Source: an optimization exercise on an open RTL-to-GDS flow (aim: small area, a short achievable clock period and few clock cycles). Production flows keep margins and buffers that such runs may drop. Only simulation tests tie the RTL to the original design; equivalence was not proved. Power is estimated from default activity; no workload was simulated.

[flow/design.v]
`timescale 1ns/1ps
`timescale 1ns/1ps
`timescale 1ns/1ps
`timescale 1ns/1ps
`timescale 1ns/1ps
`timescale 1ns/1ps
`timescale 1ns/1ps
`timescale 1ns/1ps
module rename_core_top (
    input  logic        clk,
    input  logic        rst,
    input  logic        flush,
    output logic        wb_cyc,
    output logic        wb_stb,
    output logic [31:0] wb_adr,
    input  logic [31:0] wb_dat_i,
    input  logic        wb_ack,
    output logic [31:0] retire_pc,
    output logic [31:0] retire_word,
    output logic [4:0]  retire_rd,
    output logic [31:0] retire_value,
    output logic        retire_valid,
    output logic        halted
);
    logic [29:0] fpc;         
    logic        cyc_q;
    logic        stopped;     
    logic        take;
    logic        in_halt;
    logic        ir_v;
    logic [31:0] ir;
    logic        rd_v;
    logic [31:0] rd_word;
    logic [31:0] rd_a;
    logic [31:0] rd_b;
    logic        rd_fa;
    logic        rd_fb;
    logic        ret_v;
    logic [29:0] ret_pc;      
    logic [31:0] ret_word;
    logic [31:0] ret_value;
    logic [31:0] regs [32];
    assign wb_cyc  = cyc_q;
    assign wb_stb  = cyc_q;
    assign wb_adr  = {fpc, 2'b00};
    assign in_halt = wb_dat_i[31:30] == 2'd2;
    assign take    = cyc_q && wb_ack && !flush;
    always_ff @(posedge clk) begin
        if (rst) begin
            cyc_q   <= 1'b1;
            stopped <= 1'b0;
            halted  <= 1'b0;
            fpc     <= '0;
        end else if (flush) begin
            cyc_q   <= 1'b0;
            stopped <= 1'b0;
            halted  <= 1'b0;
            fpc     <= ret_pc + 30'd1;
        end else begin
            if (take) begin
                fpc <= fpc + 30'd1;
                if (in_halt) begin
                    cyc_q   <= 1'b0;
                    stopped <= 1'b1;
                    halted  <= 1'b1;
                end
            end else if (!stopped) begin
                cyc_q <= 1'b1;
            end
        end
    end
    always_ff @(posedge clk) begin
        if (rst) begin
            ir_v <= 1'b0;
        end else begin
            ir_v <= take && !in_halt;
        end
        ir <= wb_dat_i;
    end
    logic [4:0]  ir_rs1;
    logic [4:0]  ir_rs2;
    logic        ir_addi;
    logic [4:0]  ex_rd;
    assign ir_rs1  = ir[24:20];
    assign ir_rs2  = ir[19:15];
    assign ir_addi = ir[31:30] == 2'd1;
    assign ex_rd   = rd_word[29:25];
    always_ff @(posedge clk) begin
        if (rst) begin
            rd_v <= 1'b0;
        end else begin
            rd_v <= ir_v && !flush;
        end
        rd_word <= ir;
        rd_a    <= regs[ir_rs1];
        rd_b    <= ir_addi ? {{16{ir[15]}}, ir[15:0]} : regs[ir_rs2];
        rd_fa   <= rd_v && ex_rd == ir_rs1 && ir_rs1 != 5'd0;
        rd_fb   <= rd_v && ex_rd == ir_rs2 && ir_rs2 != 5'd0 && !ir_addi;
    end
    logic [31:0] op_a;
    logic [31:0] op_b;
    logic [31:0] sum;
    logic        commit;
    logic [31:0] wdata;
    assign op_a   = rd_fa ? ret_value : rd_a;
    assign op_b   = rd_fb ? ret_value : rd_b;
    assign sum    = op_a + op_b;
    assign commit = rd_v && !flush;
    assign wdata  = rst ? 32'd0 : sum;
    always_ff @(posedge clk) begin
        if (rst) begin
            ret_v  <= 1'b0;
            ret_pc <= '1;
        end else begin
            ret_v <= commit;
            if (commit) begin
                ret_pc <= ret_pc + 30'd1;
            end
        end
        ret_word  <= rd_word;
        ret_value <= sum;
    end
    assign regs[0] = 32'd0;
    for (genvar i = 1; i < 32; i++) begin : g_reg
        logic [31:0] q;
        always_ff @(posedge clk) begin
            if (rst || (commit && ex_rd == 5'(i))) begin
                q <= wdata;
            end
        end
        assign regs[i] = q;
    end
    assign retire_valid = ret_v;
    assign retire_pc    = {ret_pc, 2'b00};
    assign retire_word  = ret_word;
    assign retire_rd    = ret_word[29:25];
    assign retire_value = ret_value;
endmodule
[flow/run.sh]
#!/bin/bash
# synth_recipe.tcl (not shown) runs the flow's synth.tcl, then flattens the netlist and writes it again
# the make line also repeats each setting of config.mk as NAME=value (left out here)
make -C /OpenROAD-flow-scripts/flow DESIGN_CONFIG=/design/flow/config.mk WORK_HOME=/design/flow/orfs CLKGATE_MAP_FILE= SYNTH_SCRIPT=/design/flow/synth_recipe.tcl finish
[flow/config.mk]
export PLATFORM = sky130hd
export DESIGN_NAME = rename_core_top
export DESIGN_NICKNAME = rename_core_top
export VERILOG_FILES = /design/flow/design.v
export SDC_FILE = /design/flow/constraint.sdc
export NUM_CORES = 4
export LEC_CHECK = 0
export CAP_MARGIN = 20
export CORE_MARGIN = 2
export CORE_UTILIZATION = 40
export PLACE_DENSITY = 0.6
export SLEW_MARGIN = 20
[flow/constraint.sdc]
create_clock -name core_clock -period 8.0 [get_ports {clk}]
set_input_delay 1.6000 -clock core_clock [delete_from_list [all_inputs] [get_ports {clk}]]
set_output_delay 1.6000 -clock core_clock [all_outputs]
set_load 0.01 [all_outputs]
==> results of run 1 <==
-- where the power goes --
group / switching (mW) / internal (mW)
Combinational: 2.44 / 0.894
Sequential: 1.06 / 9.39
Clock: 2.68 / 3.42
-- flip-flops by register name, indices dropped and copies added (netlist names), 30 cells and up --
name,flops
rd_word,32
ir,32
fpc,30
rd_b,32
g.q,992
ret_word,32
ret_value,32
ret_pc,30
rd_a,32
-- stage by stage --
stage          hold WS [ns]  area, um2  power (mW)  worst slack, ns  std cells
3_5_place_dp          0.312      57200        13.6             2.88       5819
3_3_place_gp          0.311      57200        13.6             2.88       5819
5_1_grt               0.322      61600        20.3             2.96       6046
6_report              0.326      61600        19.9             3.11       6070
2_1_floorplan         0.310      52800        11.6             2.84       4047
4_1_cts               0.327      61500        19.5             3.24       6044
-- worst paths after layout --
check                          start                        end
hold / removal    rd_word[7]$_DFF_P_        ret_word[7]$_DFF_P_
hold reg to reg   rd_word[7]$_DFF_P_        ret_word[7]$_DFF_P_
setup / recovery       rd_fb$_DFF_P_  g_reg[22].q[14]$_DFFE_PP_
setup reg to reg       rd_fb$_DFF_P_  g_reg[22].q[14]$_DFFE_PP_
-- per-layer routing --
| metal | vias to the layer above | share of wire (%) | global-route usage [%] | wire length (um) |
|---|---|---|---|---|
| met4 | 14 | 8.1 | 23.0 | 20800 |
| met5 | - | 0.035 | 0 | 90 |
| met3 | 1515 | 19 | 19.1 | 48300 |
| met1 | 21306 | 33 | 44.3 | 83800 |
| met2 | 5278 | 40 | 50.8 | 102000 |
| li1 | 16561 | - | - | - |
-- worst max-delay path, cell delays in order (launching register included) --
cell and delay [ns]:
dfxtp_2 0.31, buf_4 0.42, mux2_2 0.39, ha_1 0.30, fa_1 0.50, a21o_1 0.21
a31o_2 0.27, a31oi_2 0.37, nand3_1 0.37, xor2_1 0.49, and2_1 0.93
-- logic make-up (layout without fill, tap and decap cells) --
group	count (synthesis)	count (layout)	share of synthesized area (%)
flip-flops	1251	1251	66.3
AND/OR/NAND/NOR	1138	1138	11.2
AO/OA/AOI/OAI	1122	1122	15.7
buffers and inverters	315	559	2.54
XOR/XNOR	106	106	1.76
multiplexers	77	77	1.63
adder cells (fa/ha/maj)	34	34	0.820
other	1	28	0.00710
-- synthesized netlist by cell type, types with 21 or more instances --
cell type	n
a2111oi_0	64
nor2_1	136
clkbuf_1	183
nand3_1	153
nor3_1	67
mux2_2	72
nor4_1	60
and2_1	33
o21ai_0	67
dfxtp_1	259
a222oi_1	38
and3_1	212
xnor2_1	61
edfxtp_1	992
nand4_1	114
a211oi_1	21
a21oi_1	65
ha_1	33
buf_2	80
xor2_1	45
nand2_1	273
a22oi_1	769
-- area by class of cell --
| class | instances | area (um2) | area share (%) |
|---|---|---|---|
| inverter | 18 | 70.1 | 0.114 |
| sequential | 1251 | 35000 | 56.8 |
| clock inverter | 81 | 936 | 1.52 |
| antenna | 24 | 60.1 | 0.0975 |
| timing repair buffer | 316 | 2800 | 4.54 |
| multi-input combinational | 2481 | 17300 | 28.0 |
| clock buffer | 144 | 3310 | 5.36 |
| tap | 1755 | 2200 | 3.56 |
==> out/metrics.cfg, run 1 <==
[cts]
postCtsSetupBuffers=0
clockBufferDepth=3
cts_resized=0
clock-sinks=1251
clkLatencyLatePin_ns=0.80
clock-root-buffer=clkbuf_16
h-tree-depth=3
cts_tree=done
cts_made_buffers=119
postCtsHoldBufs=0
clk_pin_slew_ns=0.06

[sta]
rsz0062_at_grt=no
timing.setup.tns_ns=0
slew_headroom_pct=12.1
worst_slew_pin_slew_ns=1.31
period_minus_slack_ns=4.89
timing.final.hold_violations=0
fmax_mhz=204
clock-skew-final_ns=0.0550
report.final.slew_viol_count=0
setup_viol=0
fin_crit_sh_pct=61.2

[hold_path]
min_path_cells=0
worst_hold_path_type=reg -> reg

[place]
gp_congestion=0.980
hpwl_um=141000
io_buffers=168

[worst_setup_path]
crit_fanout=33
startpoint_type=register
reg2reg_slack_ns=3.11
worstSetupPathType=reg -> reg
ff2ff_path_depth=10
worst_ep_arrival_time_ns=5.34
worstPathRequired_ns=8.45
end_kind=register

[yosys]
syn-cell-area_um2=52800
synthFlopType=edfxtp_1
synth-edff-count=992
synth.distinct_cells=74
ys_seq_area_share_pct=66.3
netlist.top_cell.by_area=edfxtp_1
ys_ff_latch=1251
yosys_warnings=2
syn_inst=4044
async_flop_share_pct=0
synthTopCellsByArea=edfxtp_1 56%, a22oi_1 11%, dfxtp_1 9.8%, and3_1 2.5%, nand2_1 1.9%
synth.avg_cell_area_um2=13.1
netlist.area_leader.share_pct=56.4

[route]
wl_um=255000
drt-pass1-iter-count=10
drt-initial-drc-count=10937
drc_errors=0
dr_total_vias=44674
detail_route.wl_per_cell_um=42.1
antenna_left=0
avgViaCountPerCell=7.36

[grt]
grt_pass1_wl_um=340000
overflow=0
antenna_found_initial=26
grt_start_max_net_pins=51
grt_pass1_vias=40946
grt.total_usage_pct=36.5

[power]
power_density_nw_per_um2=323
p_leak_nw=22.4
peakVddDrop_uv=220

[final_layout]
fin_util_pct=46.9
area.growth.synth_to_final_pct=16.8
drive_gt1_share_pct=13.0
final_cell_mix=992 x edfxtp_1, 769 x a22oi_1, 258 x nand2_1
final_common_cell=edfxtp_1
fin_nets=4257
nFillCells=11387

[floorplanning]
ios=173
die_h_um=367
coreArea_um2=131000
rows=133
start_util_pct=40.2
die-area_um2=135000
die_w_um=367

[status]
outcome=no timing/DRC/antenna violations

[run]
cap_violations=0

Testbench counts, summed over its fixed seeds: cycles 7,942.
==> inputs of run 2 (changes only) <==
--- a/flow/design.v
+++ b/flow/design.v
@@ -34,6 +34,4 @@
     logic [31:0] rd_a;
     logic [31:0] rd_b;
-    logic        rd_fa;
-    logic        rd_fb;
     logic        ret_v;
     logic [29:0] ret_pc;      
@@ -82,4 +80,31 @@
     logic        ir_addi;
     logic [4:0]  ex_rd;
+    logic [31:0] sel_a;
+    logic [31:0] sel_b;
+    logic [31:0] src_a;
+    logic [31:0] src_b;
+    always_comb begin
+        src_a = '0;
+        src_b = '0;
+        for (int i = 1; i < 32; i++) begin
+            sel_a[i] = ir_rs1 == 5'(i);
+            sel_b[i] = ir_rs2 == 5'(i);
+            src_a    = src_a | (regs[i] & {32{sel_a[i]}});
+            src_b    = src_b | (regs[i] & {32{sel_b[i]}});
+        end
+        sel_a[0] = 1'b0;
+        sel_b[0] = 1'b0;
+    end
+    logic        fwd_ea;
+    logic        fwd_eb;
+    logic        fwd_wa;
+    logic        fwd_wb;
+    logic [4:0]  wb_rd;
+    logic [31:0] sum;
+    assign wb_rd   = ret_word[29:25];
+    assign fwd_ea  = rd_v && ex_rd == ir_rs1 && ir_rs1 != 5'd0;
+    assign fwd_eb  = rd_v && ex_rd == ir_rs2 && ir_rs2 != 5'd0;
+    assign fwd_wa  = ret_v && wb_rd == ir_rs1 && ir_rs1 != 5'd0;
+    assign fwd_wb  = ret_v && wb_rd == ir_rs2 && ir_rs2 != 5'd0;
     assign ir_rs1  = ir[24:20];
     assign ir_rs2  = ir[19:15];
@@ -93,19 +118,11 @@
         end
         rd_word <= ir;
-        rd_a    <= regs[ir_rs1];
-        rd_b    <= ir_addi ? {{16{ir[15]}}, ir[15:0]} : regs[ir_rs2];
-        rd_fa   <= rd_v && ex_rd == ir_rs1 && ir_rs1 != 5'd0;
-        rd_fb   <= rd_v && ex_rd == ir_rs2 && ir_rs2 != 5'd0 && !ir_addi;
+        rd_a    <= fwd_ea ? sum : fwd_wa ? ret_value : src_a;
+        rd_b    <= ir_addi ? {{16{ir[15]}}, ir[15:0]} :
+                   fwd_eb ? sum : fwd_wb ? ret_value : src_b;
     end
-    logic [31:0] op_a;
-    logic [31:0] op_b;
-    logic [31:0] sum;
     logic        commit;
-    logic [31:0] wdata;
-    assign op_a   = rd_fa ? ret_value : rd_a;
-    assign op_b   = rd_fb ? ret_value : rd_b;
-    assign sum    = op_a + op_b;
+    assign sum    = rd_a + rd_b;
     assign commit = rd_v && !flush;
-    assign wdata  = rst ? 32'd0 : sum;
     always_ff @(posedge clk) begin
         if (rst) begin
@@ -121,9 +138,11 @@
         ret_value <= sum;
     end
+    logic [31:0] wdata;
+    assign wdata   = rst ? 32'd0 : ret_value;
     assign regs[0] = 32'd0;
     for (genvar i = 1; i < 32; i++) begin : g_reg
         logic [31:0] q;
         always_ff @(posedge clk) begin
-            if (rst || (commit && ex_rd == 5'(i))) begin
+            if (rst || (ret_v && wb_rd == 5'(i))) begin
                 q <= wdata;
             end
@@ -134,5 +153,5 @@
     assign retire_pc    = {ret_pc, 2'b00};
     assign retire_word  = ret_word;
-    assign retire_rd    = ret_word[29:25];
+    assign retire_rd    = wb_rd;
     assign retire_value = ret_value;
 endmodule
--- a/flow/config.mk
+++ b/flow/config.mk
@@ -6,7 +6,12 @@
 export NUM_CORES = 4
 export LEC_CHECK = 0
+export ABC_CLOCK_PERIOD_IN_PS = 3000
 export CAP_MARGIN = 20
 export CORE_MARGIN = 2
 export CORE_UTILIZATION = 40
+export CTS_CLUSTER_DIAMETER = 80
+export CTS_CLUSTER_SIZE = 24
 export PLACE_DENSITY = 0.6
+export SETUP_SLACK_MARGIN = 5
 export SLEW_MARGIN = 20
+export TNS_END_PERCENT = 100
==> out/metrics.cfg, run 2 <==
[status]
outcome=no timing/DRC/antenna violations  ; unchanged

[cts]
h-tree-depth=3  ; unchanged
clk_pin_slew_ns=0.10  ; was 0.06 ns
cts_tree=done  ; unchanged
postCtsHoldBufs=0  ; unchanged
clock-root-buffer=clkbuf_16  ; unchanged
clock-sinks=1249  ; was 1251
clockBufferDepth=3  ; unchanged
clkLatencyLatePin_ns=0.72  ; was 0.80 ns
cts_made_buffers=66  ; was 119

[grt]
grt_use_met2_pct=50.4  ; was 50.8%
grt_pass1_wl_um=329000  ; was 340000 um
grt-busiest-layer=met2  ; unchanged
grtUsageMet1_pct=43.8  ; was 44.3%
antenna_found_initial=15  ; was 26
use_met3_pct=17.9  ; was 19.1%
overflow=0  ; unchanged
grt_pass1_vias=40106  ; was 40946
grt_start_max_net_pins=81  ; was 51
grt.total_usage_pct=35.6  ; was 36.5%

[place]
place_area_um2=56800  ; was 57200 um2
dp.cells=5776  ; was 5819
hpwl_um=132000  ; was 141000 um
io_buffers=168  ; unchanged
gp_congestion=0.977  ; was 0.980
preCtsSetupSlack_ns=3.84  ; was 2.88 ns

[sta]
period_minus_slack_ns=3.08  ; was 4.89 ns
report.final.slew_viol_count=0  ; unchanged
setup_viol=0  ; unchanged
timing.setup.tns_ns=0  ; unchanged
rsz0062_at_grt=yes  ; was no
timing.final.hold_violations=0  ; unchanged
finalWorstSetupSlack_ns=4.92  ; was 3.11 ns
fin_crit_sh_pct=38.5  ; was 61.2%
worst_slew_pin_slew_ns=1.16  ; was 1.31 ns
clock-skew-final_ns=0.0480  ; was 0.0550 ns
slew_headroom_pct=22.6  ; was 12.1%
fmax_mhz=325  ; was 204 MHz
holdWs_ns=0.328  ; was 0.326 ns

[yosys]
netlist_top_cells_count=992 x edfxtp_1, 895 x a22oi_1, 309 x nand2_1  ; was 992 x edfxtp_1, 769 x a22oi_1, 273 x nand2_1
synthSimpleGateAreaFrac_pct=9.54  ; was 11.2%
synthFlopType=edfxtp_1  ; unchanged
netlist.top_cell.by_area=edfxtp_1  ; unchanged
post-synth-top-count-cell=edfxtp_1  ; unchanged
synth.avg_cell_area_um2=13.0  ; was 13.1 um2
synth-edff-count=992  ; unchanged
synth_compound_area_share_pct=17.9  ; was 15.7%
synth_top_family_by_area=compound AO/OA/AOI/OAI gates  ; unchanged
syn_inst=4010  ; was 4044
netlist.area_leader.share_pct=57.0  ; was 56.4%
yosys_warnings=2  ; unchanged
synthAdderAreaFrac_pct=0.829  ; was 0.820%
muxShareOfSynthArea_pct=0.637  ; was 1.63%
syn-cell-area_um2=52200  ; was 52800 um2
async_flop_share_pct=0  ; unchanged
synth_xor_area_share_pct=1.91  ; was 1.76%
ys_ff_latch=1249  ; was 1251
ys_seq_area_share_pct=66.9  ; was 66.3%
synthTopCellsByArea=edfxtp_1 57%, a22oi_1 13%, dfxtp_1 9.9%, nand2_1 2.2%, clkbuf_1 1.8%  ; was edfxtp_1 56%, a22oi_1 11%, dfxtp_1 9.8%, and3_1 2.5%, nand2_1 1.9%
synth.distinct_cells=70  ; was 74

[power]
switching_power_mw=5.10  ; was 6.18 mW
intPower_mw=11.1  ; was 13.7 mW
p_leak_nw=21.4  ; was 22.4 nW
clockPowerShare_pct=23.7  ; was 30.7%
seqPwrFrac_pct=58.1  ; was 52.6%
sw_frac_of_total_pct=31.4  ; was 31.1%
pwr-share-comb_pct=18.2  ; was 16.8%
total_power_mw=16.2  ; was 19.9 mW
peakVddDrop_uv=163  ; was 220 uV
power_density_nw_per_um2=268  ; was 323 nW/um2

[floorplanning]
start_util_pct=40.3  ; was 40.2%
coreArea_um2=129000  ; was 131000 um2
die_h_um=365  ; was 367 um
rows=132  ; was 133
die-area_um2=133000  ; was 135000 um2
die_w_um=365  ; was 367 um
ios=173  ; unchanged

[run]
cap_violations=0  ; unchanged

[final_layout]
stdcell_area_um2=60500  ; was 61600 um2
regMostFlops=g.q  ; unchanged
final_common_cell=edfxtp_1  ; unchanged
final_cell_count_no_fill=5971  ; was 6070
fin_nets=4251  ; was 4257
final_cell_mix=992 x edfxtp_1, 894 x a22oi_1, 305 x nand2_1  ; was 992 x edfxtp_1, 769 x a22oi_1, 258 x nand2_1
largest_reg_flops=992  ; unchanged
area.growth.synth_to_final_pct=15.9  ; was 16.8%
drive_gt1_share_pct=15.3  ; was 13.0%
fin_util_pct=46.7  ; was 46.9%

[worst_setup_path]
path_cells=buf_6 -> nand2_4 -> nor2b_4 -> buf_4 -> buf_8 -> a22oi_1 -> nand4_1 -> a2111oi_0 -> a21o_1 -> a22oi_1  ; was buf_4 -> mux2_2 -> ha_1 -> fa_1 -> a21o_1 -> a31o_2 -> a31oi_2 -> nand3_1 -> xor2_1 -> and2_1
crit_fanout=19  ; was 33
reg2reg_to=rd_b[30]$_DFF_P_  ; was g_reg[22].q[14]$_DFFE_PP_
worstSetupPathType=reg -> reg  ; unchanged
worstPathRequired_ns=8.57  ; was 8.45 ns
path_common_cell=a22oi_1
reg2reg_slack_ns=4.92  ; was 3.11 ns
rr_startpoint=ir[15]$_DFF_P_  ; was rd_fb$_DFF_P_
ff2ff_path_depth=10  ; unchanged
crit_slowest_cell=a2111oi_0  ; was and2_1
worst_ep_arrival_time_ns=3.65  ; was 5.34 ns
cpPeakStageDelay_ns=0.82  ; was 0.93 ns
end_kind=register  ; unchanged
startpoint_type=register  ; unchanged

[route]
antenna_left=0  ; unchanged
drc_errors=0  ; unchanged
wl_um=244000  ; was 255000 um
detail_route.wl_per_cell_um=40.8  ; was 42.1 um
drt-initial-drc-count=9864  ; was 10937
avgViaCountPerCell=7.22  ; was 7.36
drt-pass1-iter-count=15  ; was 10
dr_total_vias=43105  ; was 44674

[hold_path]
whs_endpoint=ret_word[12]$_DFF_P_  ; was ret_word[7]$_DFF_P_
worst_hold_path_type=reg -> reg  ; unchanged
holdCritStartpoint=rd_word[12]$_DFF_P_  ; was rd_word[7]$_DFF_P_
min_path_cells=0  ; unchanged

## run 2: cell count changes after synthesis, moves of 36 or more
cell | previous run | this run
buf_2 | 80 | 6
nand3_1 | 153 | 113
mux2_2 | 72 | 25
nand2_1 | 273 | 309
o21ai_0 | 67 | 14
clkbuf_1 | 183 | 252
a22oi_1 | 769 | 895
and3_1 | 212 | 36
nor2_1 | 136 | 197
a31oi_1 | 8 | 60
a2111oi_0 | 64 | 5
## run 2: layout make-up
cell class                 instances  area (um2)
antenna                           13        32.5
clock buffer                      82        1740
clock inverter                    21         243
fill                           11471       69000
inverter                          25        93.8
multi-input combinational       2458       17500
sequential                      1249       35200
tap                             1742        2180
timing repair buffer             381        3560
## run 2: critical path, delay by kind of cell (launching register included)
kind	cells	cell delay (ns)
AO/OA/AOI/OAI	4	1.38
buffers and inverters	3	0.71
flip-flops	1	0.32
AND/OR/NAND/NOR	3	0.49
## run 2: routing by layer
metal	vias up	routed length, um
met1	20839	82800
met5	-	289
met3	1293	43800
met4	14	18300
met2	4603	98700
li1	16356	-
## run 2: how the worst max path moves through the flow
stage                               start                        to  slack [ns]  cells after the start
floorplan                             rst  g_reg[10].q[0]$_DFFE_PP_        4.85                      3
global placement           ir[16]$_DFF_P_          rd_b[31]$_DFF_P_        3.84                      9
detailed placement         ir[16]$_DFF_P_          rd_b[31]$_DFF_P_        3.84                      9
CTS                 ret_value[16]$_DFF_P_          retire_value[16]        5.00                      1
global route             rd_a[10]$_DFF_P_          rd_a[31]$_DFF_P_        4.96                      9
finish                     ir[15]$_DFF_P_          rd_b[30]$_DFF_P_        4.92                     10
## run 2: cells by family after synthesis
group,after synthesis
buffers and inverters,307
adders and majority gates,34
other,1
muxes,30
xor gates and xnor gates,114
and+or+nand+nor,1024
AOI/OAI and AO/OA,1251
DFF,1249
## run 2: power by group through the flow
stage | registers (mW) | clock network (mW) | logic (mW)
global placement | 9.59 | 0 | 2.45
global route | 9.50 | 4.04 | 3.03
detailed placement | 9.58 | 0 | 2.47
finish | 9.43 | 3.85 | 2.95
floorplan | 9.16 | 0 | 1.29
CTS | 9.37 | 3.83 | 2.70
## run 2: what timing repair did
| item | in CTS | in global routing |
|---|---|---|
| pin swaps | 25 | 18 |
| endpoints found under the setup margin | 878 | 126 |
| buffers inserted | 62 | 15 |
| resized for setup | 409 | 136 |
| cloned | 1 | 1 |
Testbench counts of run 2, summed over its fixed seeds: cycles 7,942.
==> inputs of run 3 (changes only) <==
==> flow/flow/run.sh (new file) <==
#!/bin/bash
set -euo pipefail
cd "$(dirname "$0")/.."
cp config.mk config_own.mk
cat >> config_own.mk <<'MK'
export BUFFER_PORTS_ARGS = -buffer_cell sky130_fd_sc_hd__buf_1
MK
sed "s#DESIGN_CONFIG=[^ ]*#DESIGN_CONFIG=$PWD/config_own.mk#" standard.sh > standard_own.sh
grep -q "config_own.mk" standard_own.sh
bash standard_own.sh > standard_own.log 2>&1
==> flow/standard.sh (new file) <==
#!/bin/bash
# synth_recipe.tcl (not shown) runs the flow's synth.tcl, then flattens the netlist and writes it again
# the make line also repeats each setting of config.mk as NAME=value (left out here)
make -C /OpenROAD-flow-scripts/flow DESIGN_CONFIG=/design/flow/config.mk WORK_HOME=/design/flow/orfs CLKGATE_MAP_FILE= SYNTH_SCRIPT=/design/flow/synth_recipe.tcl "${@:-finish}"
removed: flow/run.sh
==> out/metrics.cfg, run 3 <==
[status]
outcome=no timing/DRC/antenna violations  ; unchanged

[floorplanning]
ios=173  ; unchanged
die-area_um2=133000  ; unchanged
coreArea_um2=129000  ; unchanged
die_h_um=365  ; unchanged
rows=132  ; unchanged
start_util_pct=40.3  ; unchanged
die_w_um=365  ; unchanged

[final_layout]
final_cell_mix=992 x edfxtp_1, 895 x a22oi_1, 307 x nand2_1  ; was 992 x edfxtp_1, 894 x a22oi_1, 305 x nand2_1
fin_nets=4254  ; was 4251
fin_util_pct=45.9  ; was 46.7%
final_cell_count_no_fill=5971  ; unchanged
largest_reg_flops=992  ; unchanged
drive_gt1_share_pct=14.0  ; was 15.3%
final_common_cell=edfxtp_1  ; unchanged
area.growth.synth_to_final_pct=13.8  ; was 15.9%
regMostFlops=g.q  ; unchanged

[route]
drt-pass1-iter-count=14  ; was 15
wl_um=241000  ; was 244000 um
antenna_left=0  ; unchanged
drc_errors=0  ; unchanged
drt-initial-drc-count=10061  ; was 9864
detail_route.wl_per_cell_um=40.4  ; was 40.8 um
avgViaCountPerCell=7.24  ; was 7.22
dr_total_vias=43225  ; was 43105

[worst_setup_path]
worstSetupPathType=reg -> reg  ; unchanged
cp-startpoint=ir[18]$_DFF_P_  ; was ir[15]$_DFF_P_
crit_fanout=21  ; was 19
path_cells=nand3b_1 -> buf_4 -> nor2_4 -> buf_4 -> buf_4 -> a22oi_1 -> nand2_1 -> nor3_1 -> nand3_1 -> o211ai_1 -> a31oi_1  ; was buf_6 -> nand2_4 -> nor2b_4 -> buf_4 -> buf_8 -> a22oi_1 -> nand4_1 -> a2111oi_0 -> a21o_1 -> a22oi_1
rr_startpoint=ir[18]$_DFF_P_  ; was ir[15]$_DFF_P_
crit_slowest_cell=dfxtp_4  ; was a2111oi_0
worst_ep_arrival_time_ns=3.66  ; was 3.65 ns
startpoint_type=register  ; unchanged
path_common_cell=buf_4  ; was a22oi_1
cpPeakStageDelay_ns=0.49  ; was 0.82 ns
end_kind=register  ; unchanged
worstPathRequired_ns=8.55  ; was 8.57 ns

[sta]
worst_slew_pin_slew_ns=1.11  ; was 1.16 ns
timing.final.hold_violations=0  ; unchanged
slew_headroom_pct=26.0  ; was 22.6%
rsz0062_at_grt=yes  ; unchanged
fmax_mhz=321  ; was 325 MHz
setup_viol=0  ; unchanged
clock-skew-final_ns=0.0524  ; was 0.0480 ns
period_minus_slack_ns=3.11  ; was 3.08 ns
timing.setup.tns_ns=0  ; unchanged
fin_crit_sh_pct=38.9  ; was 38.5%
report.final.slew_viol_count=0  ; unchanged

[grt]
antenna_found_initial=13  ; was 15
grt_start_max_net_pins=68  ; was 81
grt.total_usage_pct=35.4  ; was 35.6%
overflow=0  ; unchanged
grt_pass1_wl_um=327000  ; was 329000 um
grt_pass1_vias=40272  ; was 40106

[cts]
clock-sinks=1249  ; unchanged
h-tree-depth=3  ; unchanged
clkLatencyLatePin_ns=0.72  ; about the same
clock-root-buffer=clkbuf_16  ; unchanged
cts_tree=done  ; unchanged
cts_made_buffers=66  ; unchanged
postCtsHoldBufs=0  ; unchanged
clk_pin_slew_ns=0.10  ; about the same
clockBufferDepth=3  ; unchanged

[power]
power_density_nw_per_um2=271  ; was 268 nW/um2
p_leak_nw=20.8  ; was 21.4 nW
peakVddDrop_uv=139  ; was 163 uV
total_power_mw=16.1  ; was 16.2 mW

[yosys]
synthFlopType=edfxtp_1  ; unchanged
ys_ff_latch=1249  ; unchanged
syn_inst=4010  ; unchanged
async_flop_share_pct=0  ; unchanged
synth-edff-count=992  ; unchanged
syn-cell-area_um2=52200  ; unchanged
synth.distinct_cells=70  ; unchanged
post-synth-top-count-cell=edfxtp_1  ; unchanged
synthTopCellsByArea=edfxtp_1 57%, a22oi_1 13%, dfxtp_1 9.9%, nand2_1 2.2%, clkbuf_1 1.8%  ; unchanged
netlist.area_leader.share_pct=57.0  ; unchanged
synth.avg_cell_area_um2=13.0  ; unchanged
yosys_warnings=2  ; unchanged
netlist_top_cells_count=992 x edfxtp_1, 895 x a22oi_1, 309 x nand2_1  ; unchanged
netlist.top_cell.by_area=edfxtp_1  ; unchanged
ys_seq_area_share_pct=66.9  ; unchanged

[place]
io_buffers=168  ; unchanged
hpwl_um=133000  ; was 132000 um
dp.cells=5778  ; was 5776
gp_congestion=0.987  ; was 0.977

[hold_path]
worst_hold_path_type=reg -> reg  ; unchanged
holdCritStartpoint=rd_word[24]$_DFF_P_  ; was rd_word[12]$_DFF_P_

[run]
cap_violations=0  ; unchanged

run 3: cell counts after synthesis:
Identical to the previous run, type by type.
run 3: worst paths after layout:
path / to / slack (ns) / cells past startpoint
max: rd_b[9]$_DFF_P_ / 4.89 / 11
min: ret_word[24]$_DFF_P_ / 0.32 / 0
max reg2reg: rd_b[9]$_DFF_P_ / 4.89 / 11
min reg2reg: ret_word[24]$_DFF_P_ / 0.32 / 0
run 3: cells by family after synthesis:
family | Yosys count | share of synthesized area (%)
AND/OR/NAND/NOR | 1024 | 9.54
XOR/XNOR | 114 | 1.91
flip-flops | 1249 | 66.9
multiplexers | 30 | 0.637
buffers and inverters | 307 | 2.29
other | 1 | 0.00718
adder cells (fa/ha/maj) | 34 | 0.829
AO/OA/AOI/OAI | 1251 | 17.9
run 3: per-layer routing:
metal / vias to the layer above / global-route usage [%] / wire length [um]
met3: 1395 / 17.6 / 42700
met1: 20797 / 42.7 / 80400
li1: 16358 / - / -
met2: 4650 / 49.7 / 97200
met5: - / 1.49 / 379
met4: 25 / 22.6 / 20600
run 3: timing repair:
item,CTS,global route
endpoints found under the hold margin,0,0
setup buffers,62,16
cloned,2,0
resized for setup,164,94
pin swaps,31,15
endpoints found under the setup margin,536,90
run 3: worst max-delay path, delay by kind of cell (launching register included):
kind / cells / cell delay [ns]
simple gates: 5 / 1.12
buf+inv: 3 / 0.73
compound gates: 3 / 0.59
flops: 1 / 0.49
run 3: layout make-up:
class                      instances  area (um2)
inverter                          25        93.8
clock inverter                    23         280
tap                             1742        2180
sequential                      1249       35100
multi-input combinational       2459       17500
timing repair buffer             383        2610
fill                           11576       70000
antenna                            7        17.5
clock buffer                      83        1740
run 3: per-stage QoR:
stage                     setup WS (ns)  hold slack, ns  area, um2
final                              4.89           0.323      59400
after CTS                          4.94           0.324      58900
after global routing               4.83           0.328      59400
after floorplan                    4.85           0.310      52400
after global placement             3.98           0.312      55700
after detailed placement           3.92           0.312      55700
run 3: power breakdown:
part / switching, mW / total, mW / internal (mW) / leakage [nW]
Combinational: 1.85 / 2.64 / 0.786 / 7.58
Sequential: 1.01 / 9.59 / 8.58 / 12.3
Clock: 2.21 / 3.88 / 1.68 / 0.988
==> inputs of run 4 (changes only) <==
--- a/flow/flow/run.sh
+++ b/flow/flow/run.sh
@@ -4,5 +4,6 @@
 cp config.mk config_own.mk
 cat >> config_own.mk <<'MK'
-export BUFFER_PORTS_ARGS = -buffer_cell sky130_fd_sc_hd__buf_1
+export SETUP_SLACK_MARGIN = 5.25
+export BUFFER_PORTS_ARGS = -buffer_cell sky130_fd_sc_hd__buf_2
 MK
 sed "s#DESIGN_CONFIG=[^ ]*#DESIGN_CONFIG=$PWD/config_own.mk#" standard.sh > standard_own.sh
--- a/flow/config.mk
+++ b/flow/config.mk
@@ -11,7 +11,6 @@
 export CORE_UTILIZATION = 40
 export CTS_CLUSTER_DIAMETER = 80
-export CTS_CLUSTER_SIZE = 24
+export CTS_CLUSTER_SIZE = 20
 export PLACE_DENSITY = 0.6
-export SETUP_SLACK_MARGIN = 5
 export SLEW_MARGIN = 20
 export TNS_END_PERCENT = 100
==> out/metrics.cfg, run 4 <==
[status]
outcome=no timing/DRC/antenna violations  ; unchanged

[worst_setup_path]
worstPathRequired_ns=8.30  ; was 8.55 ns
ff2ff_path_depth=4  ; was 11
cpPeakStageDelay_ns=0.86  ; was 0.49 ns
reg2reg_to=g_reg[2].q[27]$_DFFE_PP_  ; was rd_b[9]$_DFF_P_
worst_ep_arrival_time_ns=3.22  ; was 3.66 ns
cp_num_cells=4  ; was 11
crit_buf_inv=1  ; was 3
crit_slowest_cell=nor3b_2  ; was dfxtp_4
worstSetupPathType=reg -> reg  ; unchanged
rr_startpoint=ret_word[29]$_DFF_P_  ; was ir[18]$_DFF_P_
end_kind=register  ; unchanged
crit_family=simple AND/OR/NAND/NOR gates  ; unchanged
path_cells=buf_12 -> nand2b_1 -> nor3b_2 -> a21o_4  ; was nand3b_1 -> buf_4 -> nor2_4 -> buf_4 -> buf_4 -> a22oi_1 -> nand2_1 -> nor3_1 -> nand3_1 -> o211ai_1 -> a31oi_1
crit_fanout=32  ; was 21
startpoint_type=register  ; unchanged
reg2reg_slack_ns=5.08  ; was 4.89 ns

[cts]
clkLatencyLatePin_ns=0.70  ; was 0.72 ns
postCtsHoldBufs=0  ; unchanged
clockBufferDepth=3  ; unchanged
clock-root-buffer=clkbuf_16  ; unchanged
h-tree-depth=3  ; unchanged
cts_tree=done  ; unchanged
clk_pin_slew_ns=0.09  ; was 0.10 ns
cts_made_buffers=73  ; was 66
clock-sinks=1249  ; unchanged

[yosys]
netlist_top_cells_count=992 x edfxtp_1, 895 x a22oi_1, 309 x nand2_1  ; unchanged
syn_inst=4010  ; unchanged
post-synth-top-count-cell=edfxtp_1  ; unchanged
synth-edff-count=992  ; unchanged
synthFlopType=edfxtp_1  ; unchanged
synth.distinct_cells=70  ; unchanged
netlist.area_leader.share_pct=57.0  ; unchanged
netlist.top_cell.by_area=edfxtp_1  ; unchanged
synthTopCellsByArea=edfxtp_1 57%, a22oi_1 13%, dfxtp_1 9.9%, nand2_1 2.2%, clkbuf_1 1.8%  ; unchanged
ys_seq_area_share_pct=66.9  ; unchanged
yosys_warnings=2  ; unchanged
synth.avg_cell_area_um2=13.0  ; unchanged
syn-cell-area_um2=52200  ; unchanged
ys_ff_latch=1249  ; unchanged
async_flop_share_pct=0  ; unchanged

[floorplanning]
coreArea_um2=129000  ; unchanged
die_w_um=365  ; unchanged
die-area_um2=133000  ; unchanged
die_h_um=365  ; unchanged
ios=173  ; unchanged
rows=132  ; unchanged
start_util_pct=40.3  ; unchanged

[power]
total_power_mw=16.8  ; was 16.1 mW
p_leak_nw=22.5  ; was 20.8 nW
peakVddDrop_uv=183  ; was 139 uV
power_density_nw_per_um2=268  ; was 271 nW/um2

[hold_path]
holdCritStartpoint=rd_word[31]$_DFF_P_  ; was rd_word[24]$_DFF_P_
worst_hold_path_type=reg -> reg  ; unchanged
whs_endpoint=ret_word[31]$_DFF_P_  ; was ret_word[24]$_DFF_P_
min_path_cells=0  ; unchanged

[grt]
grt_pass1_vias=40621  ; was 40272
overflow=0  ; unchanged
antenna_found_initial=7  ; was 13
grt.total_usage_pct=35.6  ; was 35.4%
grt_start_max_net_pins=68  ; unchanged
grt_pass1_wl_um=329000  ; was 327000 um

[sta]
report.final.slew_viol_count=0  ; unchanged
slew_headroom_pct=21.6  ; was 26.0%
clock-skew-final_ns=0.0333  ; was 0.0524 ns
worst_slew_pin_slew_ns=1.17  ; was 1.11 ns
fin_crit_sh_pct=36.6  ; was 38.9%
timing.setup.tns_ns=0  ; unchanged
period_minus_slack_ns=2.92  ; was 3.11 ns
rsz0062_at_grt=yes  ; unchanged
setup_viol=0  ; unchanged
timing.final.hold_violations=0  ; unchanged
fmax_mhz=342  ; was 321 MHz

[place]
hpwl_um=130000  ; was 133000 um
io_buffers=168  ; unchanged
gp_congestion=0.976  ; was 0.987

[run]
cap_violations=0  ; unchanged

[route]
dr_total_vias=44096  ; was 43225
antenna_left=0  ; unchanged
drc_errors=0  ; unchanged
drt-initial-drc-count=10366  ; was 10061
detail_route.wl_per_cell_um=40.4  ; about the same
drt-pass1-iter-count=13  ; was 14
wl_um=246000  ; was 241000 um
avgViaCountPerCell=7.23  ; was 7.24

[final_layout]
area.growth.synth_to_final_pct=20.1  ; was 13.8%
regMostFlops=g.q  ; unchanged
fin_nets=4390  ; was 4254
drive_gt1_share_pct=24.1  ; was 14.0%
largest_reg_flops=992  ; unchanged
final_cell_mix=992 x edfxtp_1, 895 x a22oi_1, 305 x nand2_1  ; was 992 x edfxtp_1, 895 x a22oi_1, 307 x nand2_1
final_common_cell=edfxtp_1  ; unchanged

run 4: per-layer routing:
layer,global-route usage [%],share of wire [%]
met2,50.2,40
met5,0.871,0.11
met3,17.4,18
met1,43.5,33
met4,22.1,8.9
run 4: power by group:
group          leakage, nW  internal, mW  switching, mW  total (mW)
clock network         1.01          1.78           2.16        3.94
registers             12.3          8.61          0.813        9.42
logic                 9.24          1.25           2.24        3.48
run 4: what timing repair did:
item	in CTS	in global routing
setup endpoints to repair	1415	259
gates cloned	0	2
pin swaps	69	44
gates resized for setup	524	160
buffers inserted	203	40
run 4: worst max-delay path by stage:
stage / from / to
after detailed placement: rst / g_reg[22].q[15]$_DFFE_PP_
after global placement: ir[15]$_DFF_P_ / rd_b[1]$_DFF_P_
after global routing: ret_value[0]$_DFF_P_ / retire_value[0]
final: ret_word[29]$_DFF_P_ / g_reg[2].q[27]$_DFFE_PP_
after floorplan: wb_ack / fpc[23]$_SDFFE_PP0N_
after CTS: ret_value[0]$_DFF_P_ / retire_value[0]
run 4: layout make-up:
type | instances | area, um2
Fill cell | 11207 | 66700
Sequential cell | 1249 | 35300
Multi-Input combinational cell | 2459 | 18200
Timing Repair Buffer | 512 | 4860
Tap cell | 1742 | 2180
Clock buffer | 98 | 1980
Inverter | 25 | 93.8
Clock inverter | 9 | 91.3
Antenna cell | 6 | 15.0
run 4: logic make-up (layout without fill, tap and decap cells):
kind of cell / count (synthesis) / count (layout) / synth area share (%)
AO/OA/AOI/OAI: 1251 / 1253 / 17.9
other: 1 / 10 / 0.00718
XOR/XNOR: 114 / 114 / 1.91
adder cells (fa/ha/maj): 34 / 34 / 0.829
multiplexers: 30 / 30 / 0.637
flip-flops: 1249 / 1249 / 66.9
buffers and inverters: 307 / 644 / 2.29
AND/OR/NAND/NOR: 1024 / 1024 / 9.54
run 4: per-stage QoR:
step / area [um2] / setup slack, ns / utilization [%] / cells / hold WS (ns)
floorplan: 52800 / 4.98 / - / 4013 / 0.310
global placement: 55900 / 3.86 / 43.2 / 5742 / 0.310
detailed placement: 55900 / 3.83 / 43.2 / 5742 / 0.312
CTS: 61600 / 5.08 / 47.6 / 6052 / 0.325
global route: 62700 / 5.07 / 48.4 / 6094 / 0.330
finish: 62700 / 5.08 / 48.5 / 6100 / 0.305

-- afterwards: timing with drivers on the ports --
The flow's constraints put no driver on any port. The routed layouts listed below were extracted and timed again, unchanged, in two steps. Step 1, drivers: a clkbuf_16 drives clk and a buf_2 each remaining input, both assumed. Step 2, shift: input delay + t, output delay - t, t = (earliest + latest rising clock arrival at the registers) / 2. This alone moves slack from input paths to output paths. Slacks: no drivers / after step 1 / after step 2; pairs: no drivers / after step 1.
| run | shift t [ns] | setup slack, ns | slew at the worst register clock pin (ns) |
|---|---|---|---|
| run 1 | 0.855 | 3.106 / 3.106 / 2.718 | 0.07 / 0.07 |
| run 2 | 0.772 | 4.919 / 4.919 / 4.206 | 0.11 / 0.11 |
| run 3 | 0.770 | 4.886 / 4.886 / 4.274 | 0.10 / 0.10 |
| run 4 | 0.758 | 5.075 / 5.015 / 4.448 | 0.09 / 0.09 |
After both steps setup and hold are still met in every run listed. The setup slack of run 2, which loses most, moves by 0.000 ns with the drivers and by -0.713 ns with both steps.
